What follows belongs to an exercise in optimizing a design on an open flow for small area and few clock cycles per item; a production flow would make more cautious choices.
Function was checked by simulation only, so behaviour that the tests miss may differ from the original.
No activity file was given, so power comes from the tool's default toggle rates. The flow treats the clock pin as an ideal source, which a real chip does not have.

**flow/constraint.sdc**
```tcl
create_clock -name core_clock -period 10.0 [get_ports {i_clk_100_bus}]
set_input_delay 2.0000 -clock core_clock [delete_from_list [all_inputs] [get_ports {i_clk_100_bus}]]
set_output_delay 2.0000 -clock core_clock [all_outputs]
set_load 0.01 [all_outputs]
```
**flow/design.v**
```verilog
package video_ram_pkg;
	localparam int unsigned DEF_PIXELS_PER_LINE = 64;
	localparam int unsigned DEF_BURST_LEN       = 16;
	localparam int unsigned DEF_BYTES_PER_LINE  = 4096;
	localparam logic [31:0] DEF_BASE_ADDR       = 32'h0010_0000;
	localparam int unsigned DEF_MAX_CREDITS     = 2;
	typedef logic [9:0] line_num_t;
	typedef struct packed {
		logic [7:0] red;
		logic [7:0] green;
		logic [7:0] blue;
		logic [7:0] luma;
	} pixel_t;
	typedef struct packed {
		logic      valid;
		logic      eol;
		line_num_t line_num;
		pixel_t    pix;
	} pix_in_t;
	typedef struct packed {
		logic        valid;
		logic        first;
		logic [31:0] addr;
		logic [31:0] data;
	} mem_beat_t;
	typedef struct packed {
		logic      valid;
		logic      first;
		logic [7:0] luma;
		line_num_t line_num;
	} luma_out_t;
	typedef enum logic [2:0] {
		WR_INIT       = 3'd0,
		WR_START_LINE = 3'd1,
		WR_REQUEST    = 3'd2,
		WR_WRITE      = 3'd3,
		WR_COMPLETE   = 3'd4
	} wr_state_e;
endpackage
`timescale 1ns/1ps
module video_to_ram (
	input  logic        i_clk_100_bus,
	input  logic        i_rst,
	input  logic        i_pix_valid,
	input  logic        i_pix_eol,
	input  logic [9:0]  i_pix_line_num,
	input  logic [7:0]  i_pix_red,
	input  logic [7:0]  i_pix_green,
	input  logic [7:0]  i_pix_blue,
	input  logic [7:0]  i_pix_luma,
	input  logic        i_mem_ready,
	input  logic        i_credit_return,
	output logic        o_beat_valid,
	output logic        o_beat_first,
	output logic [31:0] o_beat_addr,
	output logic [31:0] o_beat_data,
	output logic        o_luma_valid,
	output logic        o_luma_first,
	output logic [7:0]  o_luma_luma,
	output logic [9:0]  o_luma_line_num
);
	localparam int unsigned SLOTS    = 128;
	localparam int unsigned PW       = 26;
	localparam int unsigned TAP_STEP = 8;
	localparam int unsigned DLY      = TAP_STEP - 1;
	localparam logic [6:0]  TAP0     = 7'd2;
	localparam logic [6:0]  RD_POS   = TAP0 + 7'd62;
	logic [PW-1:0] pix_in;
	assign pix_in = {i_pix_red[7:2], i_pix_green[7:2], i_pix_blue[7:2], i_pix_luma};
	logic [SLOTS-1:0][PW-1:0] ring;
	logic [DLY:1][PW-1:0]     dly;
	logic [DLY:1]             dly_pend;
	logic [6:0]               wpos_q;
	logic [6:0]               rpos_q;
	logic                     in_line_q;
	logic [1:0]               line_cnt_q;
	logic                     wbank_q;
	logic                     rbank_q;
	logic [9:0]               line_num_q [2];
	logic                     beat_q;
	logic [5:0]               beat_idx_q;
	logic [1:0]               credit_q;
	logic                     mem_seen_q;
	logic          line_done;
	logic          in_line_d;
	logic          empty_d;
	logic [6:0]    wpos_d;
	logic          take;
	logic [2:0]    wsel;
	logic [DLY:1]  dly_keep;
	logic [PW-1:0] wdata;
	logic [PW-1:0] wdata_q;
	logic          wr_q;
	assign line_done = i_pix_valid && i_pix_eol;
	assign in_line_d = line_done ? 1'b0 : (in_line_q || i_pix_valid);
	always_comb
	begin
		wsel = '0;
		for (int i = 1; i <= DLY; i++)
			if (dly_pend[i])
				wsel = 3'(i);
	end
	assign wpos_d = empty_d ? (TAP0 - 7'd1) : (wpos_q + 7'(!wr_q));
	always_comb
	begin
		case (wsel)
			3'd1:    wdata = dly[1];
			3'd2:    wdata = dly[2];
			3'd3:    wdata = dly[3];
			3'd4:    wdata = dly[4];
			3'd5:    wdata = dly[5];
			3'd6:    wdata = dly[6];
			3'd7:    wdata = dly[7];
			default: wdata = pix_in;
		endcase
	end
	assign take   = (wpos_d[2:0] == TAP0[2:0]) && (i_pix_valid || (dly_pend != '0));
	always_comb
	begin
		for (int i = 1; i <= DLY; i++)
			dly_keep[i] = dly_pend[i] && !(take && wsel == 3'(i));
	end
	always_ff @(posedge i_clk_100_bus or posedge i_rst)
	begin
		if (i_rst)
		begin
			dly_pend <= '0;
			wr_q     <= 1'b0;
		end
		else
		begin
			dly_pend <= {dly_keep[DLY-1:1], i_pix_valid && !(take && wsel == '0)};
			wr_q     <= take;
		end
	end
	always_ff @(posedge i_clk_100_bus)
	begin
		dly <= {dly[DLY-1:1], pix_in};
		wdata_q <= wdata;
	end
	logic [SLOTS-1:0][PW-1:0] ring_d;
	always_comb
	begin
		ring_d = {ring[SLOTS-2:0], ring[SLOTS-1]};
		for (int i = 0; i < SLOTS; i += TAP_STEP)
		begin
			if (wr_q && wpos_q == 7'(i + int'(TAP0[2:0])))
				ring_d[i + int'(TAP0[2:0])] = (((i / TAP_STEP) % 2) == 0) ? ~wdata_q : wdata_q;
			ring_d[i + int'(TAP0[2:0])] = ~ring_d[i + int'(TAP0[2:0])];
		end
	end
	always_ff @(posedge i_clk_100_bus)
	begin
		ring <= ring_d;
	end
	always_ff @(posedge i_clk_100_bus)
	begin
		if (line_done)
			line_num_q[wbank_q] <= i_pix_line_num;
	end
	logic       burst_head;
	logic       burst_tail;
	logic       line_tail;
	logic [1:0] credit_d;
	logic [1:0] line_cnt_d;
	logic       mem_seen_d;
	logic [6:0] rpos_d;
	logic       beat_d;
	assign burst_head = beat_q && (beat_idx_q[3:0] == 4'd0);
	assign burst_tail = beat_q && (beat_idx_q[3:0] == 4'd15);
	assign line_tail  = beat_q && (beat_idx_q == 6'd63);
	assign credit_d   = credit_q - 2'(burst_head) + 2'(i_credit_return);
	assign line_cnt_d = line_cnt_q + 2'(line_done) - 2'(line_tail);
	assign mem_seen_d = mem_seen_q || i_mem_ready;
	assign empty_d    = (line_cnt_d == 2'd0) && !in_line_d;
	assign rpos_d     = empty_d ? (TAP0 - 7'd2) : (rpos_q + 7'(!beat_q));
	assign beat_d     = (beat_q && !burst_tail) ||
		((line_cnt_d != 2'd0) && mem_seen_d && (credit_d != 2'd0) && (rpos_d == RD_POS));
	always_ff @(posedge i_clk_100_bus or posedge i_rst)
	begin
		if (i_rst)
		begin
			wpos_q     <= TAP0 - 7'd1;
			rpos_q     <= TAP0 - 7'd2;
			in_line_q  <= 1'b0;
			line_cnt_q <= 2'd0;
			wbank_q    <= 1'b0;
			rbank_q    <= 1'b0;
			beat_q     <= 1'b0;
			beat_idx_q <= '0;
			credit_q   <= 2'd2;
			mem_seen_q <= 1'b0;
		end
		else
		begin
			wpos_q     <= wpos_d;
			rpos_q     <= rpos_d;
			in_line_q  <= in_line_d;
			line_cnt_q <= line_cnt_d;
			wbank_q    <= wbank_q ^ line_done;
			rbank_q    <= rbank_q ^ line_tail;
			beat_q     <= beat_d;
			beat_idx_q <= beat_idx_q + 6'(beat_q);
			credit_q   <= credit_d;
			mem_seen_q <= mem_seen_d;
		end
	end
	logic [PW-1:0] rd_pix;
	logic [9:0]    line_num;
	assign rd_pix   = (((int'(RD_POS) - int'(TAP0[2:0])) / TAP_STEP) % 2 == 1) ? ~ring[RD_POS] : ring[RD_POS];
	assign line_num = line_num_q[rbank_q];
	assign o_beat_valid    = beat_q;
	assign o_beat_first    = burst_head;
	assign o_beat_addr     = {9'd0, 3'({1'b0, line_num[9:8]} + 3'd1), line_num[7:0], 4'd0,
		beat_idx_q[5:4], 6'd0};
	assign o_beat_data     = {8'h00, rd_pix[25:20], 2'b00, rd_pix[19:14], 2'b00,
		rd_pix[13:8], 2'b00};
	assign o_luma_valid    = beat_q;
	assign o_luma_first    = beat_q && (beat_idx_q == 6'd0);
	assign o_luma_luma     = rd_pix[7:0];
	assign o_luma_line_num = line_num;
endmodule
```
**flow/run.sh**
```bash
#!/bin/bash
# synth_recipe.tcl (not shown) runs the flow's synth.tcl, then flattens the netlist and writes it again
# the make line also repeats each setting of config.mk as NAME=value (left out here)
make -C /OpenROAD-flow-scripts/flow DESIGN_CONFIG=/design/flow/config.mk WORK_HOME=/design/flow/orfs CLKGATE_MAP_FILE= SYNTH_SCRIPT=/design/flow/synth_recipe.tcl finish
```
**flow/config.mk**
```make
export PLATFORM = sky130hd
export DESIGN_NAME = video_to_ram
export DESIGN_NICKNAME = video_to_ram
export VERILOG_FILES = /design/flow/design.v
export SDC_FILE = /design/flow/constraint.sdc
export NUM_CORES = 4
export LEC_CHECK = 0
export CAP_MARGIN = 20
export CORE_MARGIN = 2
export CORE_UTILIZATION = 40
export CTS_CLUSTER_DIAMETER = 85
export CTS_CLUSTER_SIZE = 32
export SLEW_MARGIN = 20
```
==> results of run 1 <==
-- final cells by class --
class,instances,area [µm²]
fillers,17200,111000
diodes,3,7.51
well taps,2640,3300
clock buffers,145,3470
inverters,39,146
repair buffers,116,1110
multi-input cells,996,6460
flip-flops and latches,3593,72300
clock inverters,11,180
-- per-layer routing --
metal | vias up | global-route usage | share of wire
li1 | 15200 | - | -
met1 | 14500 | 0.164 | 0.53
met4 | 0 | 0.0387 | 0.025
met3 | 160 | 0.0205 | 0.031
met5 | - | 0 | 0
met2 | 327 | 0.163 | 0.42
-- where the power goes --
part | switching [mW] | internal (mW) | total (mW)
Sequential | 0.553 | 14.9 | 15.4
Clock | 3.92 | 2.53 | 6.45
Combinational | 0.358 | 0.285 | 0.643
Total | 4.83 | 17.7 | 22.5
-- cell usage after synthesis (5+ instances only) --
library cell  count
edfxtp_1         20
mux2i_1         209
a31oi_1          15
mux2_2           21
nand2_1          40
dfxtp_1        3536
a21oi_1         209
buf_4            49
buf_1            27
buf_2            28
clkbuf_1         83
o22a_1           10
xor2_1            6
nand3_1          11
o21a_1            5
nor2b_1           8
a22oi_1          12
nor2_1          282
inv_1            39
o211ai_1         10
xnor2_1          11
a222oi_1         14
dfrtp_1          35
o221ai_1         26
nand2_2           6
and3_1           17
ha_1             13
-- final timing paths --
kind	cells past startpoint	slack [ns]	from	to
setup / recovery	3	5.14	rbank_q	o_beat_addr[21]
hold / removal	0	0.31	ring[1630]	ring[1656]
min in group asynchronous	3	1.61	i_rst	mem_seen_q
hold reg to reg	0	0.31	ring[1630]	ring[1656]
max in group asynchronous	3	8.01	i_rst	wpos_q[0]
setup reg to reg	6	6.69	dly_pend[7]	wdata_q[18]
-- registers in the layout, summed over array words and instances (netlist names) --
register / count
dly: 182
dly_pend: 7
rpos_q: 7
rbank_q: 1
beat_q: 1
line_num_q: 20
wpos_q: 7
in_line_q: 1
wdata_q: 26
beat_idx_q: 6
wbank_q: 1
mem_seen_q: 1
ring: 3328
credit_q: 2
line_cnt_q: 2
wr_q: 1
-- layout by cell type (no fill, tap or decap), types with 12 or more instances in the layout --
cell type        synthesis  final
a21oi_1                209    209
a222oi_1                14     14
a22oi_1                 12     12
a31oi_1                 15     15
and3_1                  17     17
buf_4                   49     22
clkbuf_16                0    137
clkdlybuf4s50_1          0     94
conb_1                   1     33
dfrtp_1                 35     35
dfxtp_1               3536   3536
edfxtp_1                20     20
ha_1                    13     13
inv_1                   39     39
mux2_2                  21     21
mux2i_1                209    209
nand2_1                 40     34
nor2_1                 282    282
o221ai_1                26     26
-- stage by stage --
stage / std cells / cell area (µm²) / total power, mW / utilization
finish: 7543 / 87000 / 22.5 / 0.440
global placement: 7384 / 83300 / 16.4 / 0.422
CTS: 7540 / 87000 / 22.8 / 0.440
global route: 7542 / 87000 / 23.4 / 0.440
floorplan: 4817 / 79800 / 16.0 / -
detailed placement: 7384 / 83300 / 16.4 / 0.422
-- logic make-up after synthesis --
family,Yosys count,synth area share
other cells,1,0.0000471
simple gates,390,0.0212
mux,230,0.0292
compound gates,312,0.0239
flops,3593,0.908
fa+ha+maj,13,0.00204
xor+xnor,18,0.00217
buf+inv,228,0.0136
-- worst reg2reg max path: cells and delay by family, from the launching register on --
family,cells,cell delay [ns]
AND/OR/NAND/NOR,3,1.49
AO/OA/AOI/OAI,2,0.76
flip-flops,1,0.54
buffers and inverters,1,0.41
==> impl_metrics.ini, run 1 <==
[cts]
cts_sinks = 3593
cts_buffers = 131
postCtsHoldBufs = 0
clk_path_buf_depth = 3
root_buffer = clkbuf_16
cts.reportedPaths.clkPinSlew_ns = 0.11
worst_skew_pair.late_latency_ns = 0.79
cts_max_level = 4
post_cts_buffers = 0
cts_resized = 0
cts_tree = built

[synthesis]
ys_ff_latch = 3593
yosysWarnings = 1
synthCells = 4785
syn_area_mm2 = 0.0797
seq_area_frac_synth = 0.908
synth_cell_types = 61
synth_area_per_cell_um2 = 16.6
synth_area_leaders = dfxtp_1 (89%), mux2i_1 (2.6%), nor2_1 (1.3%)
synth-async-reset-ratio = 0.0103
synth_flop_cell = dfxtp_1
synth_largest_area_cell = dfxtp_1
synth_edf_count = 20
netlist.area_leader.share = 0.889

[worst_setup_path]
start_kind = register
max_stage_delay_ns = 0.81
cp_top_family = flip-flops
cp.arrival_ns = 2.86
critPathKind = reg2out
cp_cell_sequence = mux2_2, ha_1, clkdlybuf4s50_1
critPathBufInv = 1
worstPathRequired_ns = 8.00
critPathCaptureType = primary output
slowest_stage = dfrtp_1
crit_fanout = 11

[finish]
syn_to_final_growth_pct = 9.19
drive_gt1_frac = 0.0451
nets = 4938

[floorplanning]
initial_core_util = 0.403
die_h_um = 450
core_area_mm2 = 0.198
rows = 163
io_pins = 134
die-width_um = 450
dieArea_mm2 = 0.203

[detailed_routing]
drcViolationCount = 0
via_count = 30200
drt_wl_total_um = 112000
viasPerCell = 4.00
drtIter0Drc = 1640
wl_per_cell_um = 14.9
dr.pass1.iters = 4
antenna_left = 0

[grt]
grt_pass1_vias = 30200
gr-total-overflow = 0
grt_pass1_wl_um = 176000
grt_usage = 0.111
grt_max_degree = 53
antenna_found_initial = 7

[power]
power-per-cell-area_mw_per_mm2 = 259
max-vdd-ir-drop_v = 0.000183
p_leak_nw = 35.4

[timing]
relSlewSlack = 0.285
fin_skew_ns = 0.0458
hold_slack_ns = 0.306
tns_ns = 0
fmax_ghz = 0.206
setup_viol = 0
grt_setup_unrepaired = no
hold_violations = 0
fin_crit_sh = 0.486
fin_crit_ns = 4.86
worst_pin_slew_ns = 1.07
slew_viol_final = 0
setup_ws_ns = 5.14

[placement]
place.gp.congestion = 0.715
io_buffers = 94
pre_cts_ws_ns = 5.17
dpl.hpwl_um = 60900

[job]
cap_violations = 0

[run_status]
status = complete, no violations

[worst_hold_path]
hp-class = reg2reg
Testbench counts, summed over its fixed seeds: cycles 20,992, lines 320.
==> run 2: changes to the inputs <==
--- a/flow/config.mk
+++ b/flow/config.mk
@@ -10,4 +10,5 @@
 export CORE_UTILIZATION = 40
-export CTS_CLUSTER_DIAMETER = 85
-export CTS_CLUSTER_SIZE = 32
+export CTS_BUF_LIST = sky130_fd_sc_hd__clkbuf_4 sky130_fd_sc_hd__clkbuf_8 sky130_fd_sc_hd__clkbuf_16
+export CTS_CLUSTER_DIAMETER = 90
+export CTS_CLUSTER_SIZE = 34
 export SLEW_MARGIN = 20
==> run 2 against run 1 <==
Net effect: still clean; cell count shrank 0.28%; fmax grew 0.77%; combinational power is essentially flat; clock power shrank 6.5%; die area is the same; sequential share of layout area grew 0.45 points; wire length shrank 0.43%; worst hold slack gained 0.014 ns; final area shrank 0.54%; setup slack gained 0.037 ns; largest power group unchanged.
==> impl_metrics.ini, run 2 <==
[synthesis]
synth_largest_area_cell = dfxtp_1
netlist.area_leader.share = 0.889
syn_area_mm2 = 0.0797
synthCells = 4785
seq_area_frac_synth = 0.908
synth_cell_types = 61
synth-async-reset-ratio = 0.0103
ys_ff_latch = 3593
yosysWarnings = 1
synthMostInstantiatedCell = dfxtp_1
synthTopCellsByCount = dfxtp_1 (3536), nor2_1 (282), a21oi_1 (209), mux2i_1 (209), clkbuf_1 (83)
synth_flop_cell = dfxtp_1
synth_edf_count = 20
synth_area_per_cell_um2 = 16.6
synth_area_leaders = dfxtp_1 (89%), mux2i_1 (2.6%), nor2_1 (1.3%)

[worst_setup_path]
cp.arrival_ns = 2.83
reg2reg_depth = 6
critPathCaptureType = primary output
r2r_end = wdata_q[6]
worstPathRequired_ns = 8.00
reg2reg_from = dly_pend[7]
start_kind = register
reg2reg_slack_ns = 6.70
critPathKind = reg2out
crit_fanout = 11

[detailed_routing]
drt_wl_total_um = 112000
dr.pass1.iters = 7
drcViolationCount = 0
wl_per_cell_um = 14.9
antenna_left = 0
viasPerCell = 3.99
via_count = 30000
drtIter0Drc = 1582

[timing]
fin_crit_ns = 4.83
setup_viol = 0
hold_slack_ns = 0.320
relSlewSlack = 0.297
worst_pin_slew_ns = 1.05
fin_skew_ns = 0.0252
hold_violations = 0
tns_ns = 0
slew_viol_final = 0
fmax_ghz = 0.207
grt_setup_unrepaired = no
fin_crit_sh = 0.483

[finish]
reg_top3 = ring x3328, dly x182, wdata_q x26
top_register = ring
nets = 4924
layout_common_cells = dfxtp_1 (3536), nor2_1 (282), mux2i_1 (209), a21oi_1 (209), clkbuf_16 (119)
final_core_util = 0.438
final_common_cell = dfxtp_1
drive_gt1_frac = 0.0422
fillCellCount = 17200
final_area_mm2 = 0.0865
syn_to_final_growth_pct = 8.61
largest_reg_flops = 3328

[floorplanning]
io_pins = 134
dieArea_mm2 = 0.203
initial_core_util = 0.403
die-width_um = 450
core_area_mm2 = 0.198
die_h_um = 450
rows = 163

[placement]
place.gp.congestion = 0.715
io_buffers = 94
placed_area_mm2 = 0.0833
dpl.hpwl_um = 60900

[power]
max-vdd-ir-drop_v = 0.000159
p_leak_nw = 35.2
power-per-cell-area_mw_per_mm2 = 256

[cts]
cts.reportedPaths.clkPinSlew_ns = 0.12
cts_tree = built
cts_sinks = 3593
cts_buffers = 117
cts_resized = 0
root_buffer = clkbuf_16
clk_path_buf_depth = 3
postCtsHoldBufs = 0
post_cts_buffers = 0
worst_skew_pair.late_latency_ns = 0.77
cts_max_level = 3

[worst_hold_path]
hold_end = ring[3151]
hp-start = ring[3125]
hp-class = reg2reg
hold_path_depth = 0

[grt]
grt_pass1_vias = 30000
grt_max_degree = 53
grt_pass1_wl_um = 175000
antenna_found_initial = 7
gr-total-overflow = 0
grt_usage = 0.110

[run_status]
status = complete, no violations

[job]
cap_violations = 0
[run 2: cell counts after synthesis]
No cell type changed its count.
[run 2: cell families after synthesis]
logic type               count (synthesis)  synth area share
AO/OA/AOI/OAI                          312            0.0239
XOR/XNOR                                18           0.00217
adder cells (fa/ha/maj)                 13           0.00204
buffers and inverters                  228            0.0136
flip-flops                            3593             0.908
multiplexers                           230            0.0292
other                                    1         0.0000471
AND/OR/NAND/NOR                        390            0.0212
[run 2: final cells by class]
| cell class | count | area, µm² | area share |
|---|---|---|---|
| Sequential cell | 3593 | 72300 | 0.836 |
| Multi-Input combinational cell | 996 | 6460 | 0.0746 |
| Antenna cell | 4 | 10.0 | 0.000116 |
| Clock buffer | 125 | 3020 | 0.0349 |
| Inverter | 39 | 146 | 0.00169 |
| Clock inverter | 9 | 156 | 0.00181 |
| Timing Repair Buffer | 116 | 1110 | 0.0128 |
| Tap cell | 2640 | 3300 | 0.0382 |
[run 2: power breakdown]
group	leakage (nW)	internal, mW	switching (mW)	total [mW]
combinational	3.91	0.285	0.360	0.644
clock	1.56	2.21	3.83	6.03
sequential	29.7	14.9	0.549	15.4
[run 2: routing by layer]
metal | global-route usage | vias to the layer above | share of wire
li1 | - | 15200 | -
met1 | 0.164 | 14400 | 0.53
met2 | 0.162 | 293 | 0.41
met3 | 0.0191 | 178 | 0.029
met4 | 0.0332 | 0 | 0.027
met5 | 0 | - | 0
[run 2: how the worst max path moves through the flow]
stage / startpoint / to / slack (ns) / depth (start not counted)
6_report: rbank_q / o_beat_addr[21] / 5.17 / 3
5_1_grt: rbank_q / o_beat_addr[21] / 4.98 / 4
4_1_cts: rbank_q / o_beat_addr[21] / 5.03 / 3
3_5_place_dp: i_pix_valid / dly_pend[5] / 5.17 / 11
3_3_place_gp: i_pix_valid / dly_pend[5] / 5.21 / 11
2_1_floorplan: i_pix_valid / dly_pend[5] / 6.28 / 9
[run 2: per-stage QoR]
step	worst slack [ns]	power, mW	std cells
floorplan	6.28	16.0	4817
global placement	5.21	16.4	7384
detailed placement	5.17	16.4	7384
CTS	5.03	22.4	7518
global route	4.98	23.0	7520
finish	5.17	22.1	7522
[run 2: critical path, cell delays in order (launching register included)]
cell             delay (ns)
dfrtp_1                0.80
mux2_2                 0.44
ha_1                   0.28
clkdlybuf4s50_1        0.53
==> run 3: changes to the inputs <==
==> flow/flow/run.sh (new file) <==
#!/bin/bash
# Standard layout, with plain buf_1 cells as the port buffers.
set -euo pipefail
export BUFFER_PORTS_ARGS="-buffer_cell sky130_fd_sc_hd__buf_1"
bash standard.sh > standard_make.log 2>&1
==> flow/standard.sh (new file) <==
#!/bin/bash
# synth_recipe.tcl (not shown) runs the flow's synth.tcl, then flattens the netlist and writes it again
# the make line also repeats each setting of config.mk as NAME=value (left out here)
make -C /OpenROAD-flow-scripts/flow DESIGN_CONFIG=/design/flow/config.mk WORK_HOME=/design/flow/orfs CLKGATE_MAP_FILE= SYNTH_SCRIPT=/design/flow/synth_recipe.tcl "${@:-finish}"
--- a/flow/config.mk
+++ b/flow/config.mk
@@ -10,3 +10,2 @@
 export CORE_UTILIZATION = 40
-export CTS_BUF_LIST = sky130_fd_sc_hd__clkbuf_4 sky130_fd_sc_hd__clkbuf_8 sky130_fd_sc_hd__clkbuf_16
 export CTS_CLUSTER_DIAMETER = 90
removed: flow/run.sh
==> run 3 against run 2 <==
Net effect: final area is 0.68% lower; worst hold slack worse by 0.017 ns; register-to-register slack better by 0.04 ns; clock power hardly changed; critical endpoint unchanged; highest routed layer unchanged.
==> impl_metrics.ini, run 3 <==
[synthesis]
synthTopCellsByCount = dfxtp_1 (3536), nor2_1 (282), a21oi_1 (209), mux2i_1 (209), clkbuf_1 (83)
synthMostInstantiatedCell = dfxtp_1
synth_edf_count = 20
synth_top_family_by_area = multiplexers
synth_largest_area_cell = dfxtp_1
synth_flop_cell = dfxtp_1
synth_area_leaders = dfxtp_1 (89%), mux2i_1 (2.6%), nor2_1 (1.3%)
netlist.area_leader.share = 0.889
synth_cell_types = 61
yosys.area_share.simple = 0.0212
ys_ff_latch = 3593
seq_area_frac_synth = 0.908
synthCells = 4785
synth_area_per_cell_um2 = 16.6
synthAdderAreaFrac = 0.00204
synthXorXnorAreaFrac = 0.00217
yosysWarnings = 1
synth-async-reset-ratio = 0.0103
synth_compound_area_frac = 0.0239
syn_area_mm2 = 0.0797
synthMuxAreaShare = 0.0292

[worst_setup_path]
start_kind = register
cp.arrival_ns = 2.44
reg2reg_depth = 6
crit_fanout = 11
worstPathRequired_ns = 8.00
critPathCaptureType = primary output
critPathKind = reg2out

[timing]
worst_pin_slew_ns = 1.12
fin_crit_ns = 4.44
fmax_ghz = 0.225
setup_viol = 0
tns_ns = 0
hold_violations = 0
slew_viol_final = 0
hold_slack_ns = 0.303
relSlewSlack = 0.254
fin_crit_sh = 0.444
grt_setup_unrepaired = no
fin_skew_ns = 0.0456
setup_ws_ns = 5.56

[power]
p_leak_nw = 34.9
max-vdd-ir-drop_v = 0.000151
power-per-cell-area_mw_per_mm2 = 257

[finish]
final_area_mm2 = 0.0859
largest_reg_flops = 3328
drive_gt1_frac = 0.0408
nets = 4923
syn_to_final_growth_pct = 7.87
reg_top3 = ring x3328, dly x182, wdata_q x26
fillCellCount = 17200
final_common_cell = dfxtp_1
top_register = ring
layout_common_cells = dfxtp_1 (3536), nor2_1 (282), mux2i_1 (209), a21oi_1 (209), clkbuf_16 (118)

[floorplanning]
io_pins = 134
initial_core_util = 0.403
rows = 163
die_h_um = 450
die-width_um = 450
dieArea_mm2 = 0.203
core_area_mm2 = 0.198

[cts]
cts_sinks = 3593
cts_resized = 0
postCtsHoldBufs = 0
cts.reportedPaths.clkPinSlew_ns = 0.11
cts_buffers = 117
worst_skew_pair.late_latency_ns = 0.80
clk_path_buf_depth = 3
cts_max_level = 3
post_cts_buffers = 0
root_buffer = clkbuf_16
cts_tree = built

[detailed_routing]
drt_wl_total_um = 112000
drtIter0Drc = 1762
via_count = 30000
dr.pass1.iters = 5
viasPerCell = 3.99
wl_per_cell_um = 14.9
drcViolationCount = 0
antenna_left = 0

[job]
cap_violations = 0

[worst_hold_path]
hold_path_depth = 0
hp-class = reg2reg

[placement]
dpl.hpwl_um = 61400
placed_area_mm2 = 0.0827
io_buffers = 94
pre_cts_ws_ns = 5.50
place.gp.congestion = 0.713

[grt]
grt_pass1_vias = 30100
grt_max_degree = 53
grt_usage = 0.110
grt_pass1_wl_um = 175000
antenna_found_initial = 13
gr-total-overflow = 0

[run_status]
status = complete, no violations
run 3: cell counts after synthesis:
No cell type changed its count.
run 3: final cells by class:
type                    instances  area, µm²  area share
inverters                      39        146     0.00170
clock inverters                10        185     0.00215
well taps                    2640       3300      0.0384
multi-input cells             996       6460      0.0751
diodes                          7       17.5    0.000204
clock buffers                 128       2990      0.0348
repair buffers                115        518     0.00603
flip-flops and latches       3593      72300       0.842
run 3: critical path, cell delays in order (launching register included):
cell	delay (ns)
dfrtp_1	0.81
mux2_2	0.43
ha_1	0.27
buf_1	0.15
run 3: routing by layer:
| layer | vias to the layer above | global-route usage | part of all wire |
|---|---|---|---|
| met5 | - | 0 | 0 |
| met4 | 0 | 0.0316 | 0.026 |
| met3 | 172 | 0.0197 | 0.032 |
| met2 | 334 | 0.164 | 0.42 |
| met1 | 14400 | 0.164 | 0.53 |
| li1 | 15100 | - | - |
run 3: path summary, 6_finish.rpt:
| path | from | endpoint | slack [ns] |
|---|---|---|---|
| max in group asynchronous | i_rst | wpos_q[0] | 8.37 |
| min reg2reg | ring[1311] | ring[1337] | 0.30 |
| max reg2reg | wpos_q[2] | ring[2563] | 6.74 |
| min | ring[1311] | ring[1337] | 0.30 |
| max | rbank_q | o_beat_addr[21] | 5.56 |
| min in group asynchronous | i_rst | beat_q | 1.26 |
run 3: cell families after synthesis:
kind of cell / after synthesis
simple gates: 390
xor+xnor: 18
compound gates: 312
flops: 3593
fa+ha+maj: 13
mux: 230
buf+inv: 228
other cells: 1
run 3: power by group:
| part | switching (mW) | internal (mW) | leakage, nW |
|---|---|---|---|
| clock network | 3.86 | 2.19 | 1.54 |
| logic | 0.376 | 0.262 | 3.64 |
| registers | 0.535 | 14.9 | 29.7 |
run 3: metrics by stage:
stage	util	cells	power [mW]
3_3_place_gp	0.419	7382	16.4
5_1_grt	0.435	7526	23.0
3_5_place_dp	0.419	7383	16.4
4_1_cts	0.435	7521	22.4
2_1_floorplan	-	4817	16.0
6_report	0.435	7528	22.1
==> run 4: changes to the inputs <==
--- a/flow/config.mk
+++ b/flow/config.mk
@@ -9,5 +9,5 @@
 export CORE_MARGIN = 2
-export CORE_UTILIZATION = 40
-export CTS_CLUSTER_DIAMETER = 90
-export CTS_CLUSTER_SIZE = 34
+export CORE_UTILIZATION = 50
+export CTS_CLUSTER_DIAMETER = 60
+export CTS_CLUSTER_SIZE = 38
 export SLEW_MARGIN = 20
==> run 4 against run 3 <==
Net effect: highest routed layer unchanged; sequential power is essentially flat; setup slack improved by 0.17 ns; wire length is 4.0% lower.
==> impl_metrics.ini, run 4 <==
[finish]
fillCellCount = 12400
final_common_cell = dfxtp_1
nets = 4945
final_core_util = 0.550
top_register = ring
largest_reg_flops = 3328
drive_gt1_frac = 0.0630
antenna_cells = 0
syn_to_final_growth_pct = 9.35
layout_common_cells = dfxtp_1 (3532), nor2_1 (282), mux2i_1 (209), a21oi_1 (209), clkbuf_16 (145)
reg_top3 = ring x3328, dly x182, wdata_q x26

[power]
power-per-cell-area_mw_per_mm2 = 272
max-vdd-ir-drop_v = 0.000179
p_leak_nw = 35.8

[cts]
cts_sinks = 3593
cts_tree = built
clk_path_buf_depth = 3
cts_max_level = 4
cts_resized = 0
root_buffer = clkbuf_16
worst_skew_pair.late_latency_ns = 0.80
postCtsHoldBufs = 0
post_cts_buffers = 0
cts_buffers = 139
cts.reportedPaths.clkPinSlew_ns = 0.12

[detailed_routing]
antenna_left = 0
drcViolationCount = 0
dr.pass1.iters = 5
via_count = 30000
drtIter0Drc = 1740
drt_wl_total_um = 107000
wl_per_cell_um = 15.2
viasPerCell = 4.26

[synthesis]
synthMostInstantiatedCell = dfxtp_1
synth-async-reset-ratio = 0.0103
yosysWarnings = 1
seq_area_frac_synth = 0.908
synth_edf_count = 20
synthTopCellsByCount = dfxtp_1 (3536), nor2_1 (282), a21oi_1 (209), mux2i_1 (209), clkbuf_1 (83)
ys_ff_latch = 3593
synth_largest_area_cell = dfxtp_1
synthCells = 4785
syn_area_mm2 = 0.0797
netlist.area_leader.share = 0.889
synth_flop_cell = dfxtp_1
synth_area_leaders = dfxtp_1 (89%), mux2i_1 (2.6%), nor2_1 (1.3%)
synth_cell_types = 61
synth_area_per_cell_um2 = 16.6

[floorplanning]
dieArea_mm2 = 0.163
core_area_mm2 = 0.158
die-width_um = 403
initial_core_util = 0.503
rows = 146
die_h_um = 403
io_pins = 134

[worst_setup_path]
critPathCaptureType = primary output
reg2reg_from = dly_pend[7]
critPathKind = reg2out
cp.depth = 3
reg2reg_slack_ns = 6.61
crit_fanout = 11
max_stage_delay_ns = 0.65
r2r_end = wdata_q[18]
worstPathRequired_ns = 8.00
start_kind = register
reg2reg_depth = 6
slowest_stage = dfrtp_1
cp-startpoint = rbank_q
critPathBufInv = 1
cp_cell_sequence = mux2_2, ha_1, buf_1
cp_top_family = flip-flops
cp.arrival_ns = 2.27
cp-endpoint = o_beat_addr[21]

[timing]
setup_viol = 0
slew_viol_final = 0
fin_crit_sh = 0.427
relSlewSlack = 0.269
fmax_ghz = 0.234
fin_skew_ns = 0.0520
grt_setup_unrepaired = no
fin_crit_ns = 4.27
worst_pin_slew_ns = 1.10
tns_ns = 0
hold_violations = 0

[grt]
gr-total-overflow = 0
antenna_found_initial = 0
grt_usage = 0.134
grt_pass1_wl_um = 169000
grt_pass1_vias = 29500
grt_max_degree = 53

[worst_hold_path]
hp-class = reg2reg

[placement]
dpl.hpwl_um = 57200
place.gp.congestion = 0.718
io_buffers = 94

[run_status]
status = complete, no violations

[job]
cap_violations = 0
==> run 4: worst reg2reg max path, cell delays in order (launching register included) <==
cell	delay [ns]
dfrtp_1	0.65
buf_4	0.39
or4_1	0.70
nand4b_4	0.69
o221ai_1	0.42
nand2_1	0.09
o32a_1	0.34
==> run 4: how the worst min path moves through the flow <==
stage	start	endpoint	slack [ns]	cells past startpoint
floorplan	ring[3302]	ring[0]	0.31	0
global placement	ring[363]	ring[389]	0.31	0
detailed placement	ring[102]	ring[128]	0.31	0
CTS	ring[1446]	ring[1472]	0.31	0
global route	ring[1446]	ring[1472]	0.30	0
finish	ring[974]	ring[1000]	0.31	0
==> run 4: cell families (layout without fill, tap and decap cells) <==
kind of cell,Yosys count,in the layout,synth area share
other,1,33,0.0000471
AND/OR/NAND/NOR,390,390,0.0212
AO/OA/AOI/OAI,312,312,0.0239
buffers and inverters,228,394,0.0136
adder cells (fa/ha/maj),13,13,0.00204
multiplexers,230,230,0.0292
XOR/XNOR,18,18,0.00217
flip-flops,3593,3593,0.908
==> run 4: final cells by class <==
type                    count  area [µm²]  area share
clock buffers             150        3680      0.0422
clock inverters            90        1410      0.0162
inverters                  39         146     0.00168
multi-input cells         996        6450      0.0740
flip-flops and latches   3593       72300       0.830
well taps                2072        2590      0.0298
repair buffers            115         510     0.00586
==> run 4: stage by stage <==
step / hold slack (ns) / total power, mW / setup slack (ns) / cell area [µm²] / cells
after floorplan: 0.310 / 16.0 / 6.28 / 79800 / 4817
after global placement: 0.310 / 16.4 / 5.84 / 82000 / 6815
after detailed placement: 0.312 / 16.5 / 5.77 / 82000 / 6815
after CTS: 0.309 / 23.9 / 5.62 / 87100 / 7055
after global routing: 0.302 / 24.6 / 5.58 / 87100 / 7055
final: 0.307 / 23.7 / 5.73 / 87100 / 7055
==> run 4: where the power goes <==
group | switching, mW | internal (mW)
clock network | 4.49 | 3.07
registers | 0.600 | 14.9
logic | 0.346 | 0.257
total | 5.44 | 18.2
==> run 4: per-layer routing <==
layer / up-vias / GRT usage / routed length, µm
met4: 0 / 0.0399 / 2270
met5: - / 0 / 0
li1: 15300 / - / -
met3: 157 / 0.0256 / 3790
met1: 14200 / 0.207 / 58000
met2: 358 / 0.189 / 43400
==> run 5: changes to the inputs <==
==> flow/flow/run.sh (replaced) <==
#!/bin/bash
# Standard layout, with plain buf_1 cells as the port buffers and buf_12 clock leaves.
set -euo pipefail
export BUFFER_PORTS_ARGS="-buffer_cell sky130_fd_sc_hd__buf_1"
export CTS_ARGS="-sink_clustering_enable -repair_clock_nets -sink_clustering_size 30 -sink_clustering_max_diameter 80 -buf_list sky130_fd_sc_hd__clkbuf_16 -sink_clustering_buffer sky130_fd_sc_hd__buf_12"
bash standard.sh > standard_make.log 2>&1
--- a/flow/config.mk
+++ b/flow/config.mk
@@ -9,5 +9,5 @@
 export CORE_MARGIN = 2
-export CORE_UTILIZATION = 50
-export CTS_CLUSTER_DIAMETER = 60
-export CTS_CLUSTER_SIZE = 38
+export CORE_UTILIZATION = 40
+export CTS_CLUSTER_DIAMETER = 90
+export CTS_CLUSTER_SIZE = 34
 export SLEW_MARGIN = 20
==> run 5 against run 4 <==
Net effect: global-route usage is 2.2 points lower; setup slack worse by 0.18 ns; clock-buffer cell count is 9 lower; worst hold slack better by 0.010 ns; clock power is 15% lower; wire length is 4.2% higher; largest power group unchanged; core utilization is 11 points lower; synthesized cell count stayed put; total power is 5.1% lower; clock skew is 0.024 ns lower; critical endpoint unchanged; still clean; fmax is 4.2% lower.
==> impl_metrics.ini, run 5 <==
[detailed_routing]
dr.pass1.iters = 6
antenna_left = 0
drcViolationCount = 0
viasPerCell = 4.00
drtIter0Drc = 1531
wl_per_cell_um = 14.8
via_count = 30300
drt_wl_total_um = 112000

[synthesis]
synthXorXnorAreaFrac = 0.00217
synth_cell_types = 61
syn_area_mm2 = 0.0797
seq_area_frac_synth = 0.908
synth_edf_count = 20
synthMostInstantiatedCell = dfxtp_1
synthTopCellsByCount = dfxtp_1 (3536), nor2_1 (282), a21oi_1 (209), mux2i_1 (209), clkbuf_1 (83)
synth_largest_area_cell = dfxtp_1
netlist.area_leader.share = 0.889
synth_area_leaders = dfxtp_1 (89%), mux2i_1 (2.6%), nor2_1 (1.3%)
synth_area_per_cell_um2 = 16.6
synth_top_family_by_area = multiplexers
yosysWarnings = 1
synth_flop_cell = dfxtp_1
synthAdderAreaFrac = 0.00204
synth-async-reset-ratio = 0.0103
synthCells = 4785
synth_compound_area_frac = 0.0239
synthMuxAreaShare = 0.0292
ys_ff_latch = 3593
yosys.area_share.simple = 0.0212

[worst_setup_path]
critPathKind = reg2out
cp.arrival_ns = 2.45
slowest_stage = dfrtp_1
reg2reg_slack_ns = 6.75
r2r_end = ring[2548]
start_kind = register
reg2reg_depth = 6
reg2reg_from = wpos_q[2]
crit_fanout = 11
critPathCaptureType = primary output
max_stage_delay_ns = 0.81
worstPathRequired_ns = 8.00
cp_cell_sequence = mux2_2, ha_1, buf_1

[timing]
worst_pin_slew_ns = 1.13
slew_viol_final = 0
grt_setup_unrepaired = no
hold_slack_ns = 0.317
setup_viol = 0
setup_ws_ns = 5.55
fin_skew_ns = 0.0278
fin_crit_sh = 0.445
relSlewSlack = 0.246
tns_ns = 0
hold_violations = 0
fmax_ghz = 0.225
fin_crit_ns = 4.45

[placement]
pre_cts_ws_ns = 5.50
io_buffers = 94
place_inst = 7383
dpl.hpwl_um = 61400
place.gp.congestion = 0.713

[finish]
reg_top3 = ring x3328, dly x182, wdata_q x26
finalNonFillerCells = 7565
final_common_cell = dfxtp_1
drive_gt1_frac = 0.0476
largest_reg_flops = 3328
layout_common_cells = dfxtp_1 (3536), nor2_1 (282), mux2i_1 (209), a21oi_1 (209), buf_12 (123)
top_register = ring
syn_to_final_growth_pct = 8.04
nets = 4946

[worst_hold_path]
hold_path_depth = 0
hp-class = reg2reg
hold_end = ring[2844]
hp-start = ring[2818]

[grt]
use_met2 = 0.164
grtUsageMet3 = 0.0246
grt_pass1_wl_um = 176000
met1_usage = 0.163
grt_usage = 0.111
grt_pass1_vias = 30400
antenna_found_initial = 13
grt_busiest_layer = met2
gr-total-overflow = 0
grt_max_degree = 53

[floorplanning]
core_area_mm2 = 0.198
rows = 163
io_pins = 134
initial_core_util = 0.403
die_h_um = 450
die-width_um = 450
dieArea_mm2 = 0.203

[cts]
cts_resized = 0
cts.reportedPaths.clkPinSlew_ns = 0.11
postCtsHoldBufs = 0
cts_sinks = 3593
root_buffer = clkbuf_16
cts_buffers = 140
post_cts_buffers = 0
cts_max_level = 4
cts_tree = built
worst_skew_pair.late_latency_ns = 0.79
clk_path_buf_depth = 3

[power]
p_switching_mw = 4.97
p_leak_nw = 34.9
seq_power_share = 0.687
power-per-cell-area_mw_per_mm2 = 261
p_int_mw = 17.5
pwr-share-comb = 0.028
switching_share = 0.222
pwr-share-clk = 0.285
max-vdd-ir-drop_v = 0.000185

[run_status]
status = complete, no violations

[job]
cap_violations = 0
[run 5: worst max-delay path by stage]
| stage | start | end | cells after the start |
|---|---|---|---|
| after detailed placement | i_pix_valid | dly_pend[5] | 11 |
| after global routing | rbank_q | o_beat_addr[21] | 4 |
| after global placement | i_pix_valid | dly_pend[5] | 11 |
| final | rbank_q | o_beat_addr[21] | 3 |
| after floorplan | i_pix_valid | dly_pend[5] | 9 |
| after CTS | rbank_q | o_beat_addr[21] | 3 |
[run 5: layout make-up]
class | count | area [µm²]
well taps | 2640 | 3300
multi-input cells | 996 | 6460
clock buffers | 141 | 2910
repair buffers | 115 | 518
inverters | 39 | 146
fillers | 17300 | 112000
clock inverters | 33 | 398
flip-flops and latches | 3593 | 72300
diodes | 8 | 20.0
[run 5: kinds of logic after synthesis]
group,Yosys count
flops,3593
simple gates,390
compound gates,312
mux,230
buf+inv,228
xor+xnor,18
fa+ha+maj,13
other cells,1
[run 5: metal layers]
layer | part of all wire | vias up
li1 | - | 15200
met1 | 0.52 | 14500
met2 | 0.42 | 370
met3 | 0.037 | 178
met4 | 0.024 | 0
met5 | 0 | -
[run 5: through the flow]
| step | area (µm²) | power (mW) | util |
|---|---|---|---|
| after floorplan | 79800 | 16.0 | - |
| after global placement | 82700 | 16.4 | 0.419 |
| after detailed placement | 82700 | 16.4 | 0.419 |
| after CTS | 86100 | 22.7 | 0.435 |
| after global routing | 86100 | 23.4 | 0.436 |
| final | 86100 | 22.5 | 0.436 |
[run 5: critical path, delay by kind of cell, from the launching register on]
family	cells	cell delay, ns
adders and majority gates	1	0.27
muxes	1	0.43
DFF	1	0.81
buffers and inverters	1	0.15
[run 5: power groups by stage]
stage	Combinational [mW]	Sequential, mW	Clock, mW
floorplan	0.682	15.3	0
global placement	0.618	15.8	0
detailed placement	0.641	15.8	0
CTS	0.644	15.5	6.64
global route	0.694	15.5	7.14
finish	0.635	15.4	6.40

## port drivers added, routing unchanged
The flow's constraints put no driver on any port. The routed layouts listed below were extracted and timed again, unchanged, in two steps. Step 1: set_driving_cell puts a clkbuf_16 on i_clk_100_bus and a buf_2 on each other input, an assumption about the parent block. Step 2 moves the port delays by t, midway between the first and last clock arrival at a register: inputs arrive t later, outputs are due t later. That takes back most of the time a late clock gives input paths. Slacks: ideal / step 1 / step 2; pairs: ideal / step 1.
run	t, ns	setup WS [ns]	hold slack, ns	worst setup path after step 2
run 1	0.855	5.135 / 5.057 / 5.206	0.306 / 0.306 / 0.306	input to register
run 2	0.841	5.172 / 5.093 / 5.201	0.320 / 0.320 / 0.320	input to register
run 3	0.859	5.559 / 5.476 / 5.524	0.303 / 0.303 / 0.303	input to register
run 4	0.854	5.734 / 5.659 / 5.786	0.307 / 0.307 / 0.307	input to register
run 5	0.861	5.549 / 5.467 / 5.501	0.317 / 0.317 / 0.317	input to register
After both steps every run listed still meets setup and hold. For run 5, which loses most, drivers alone change the setup slack by -0.082 ns; drivers and shift together by -0.048 ns.
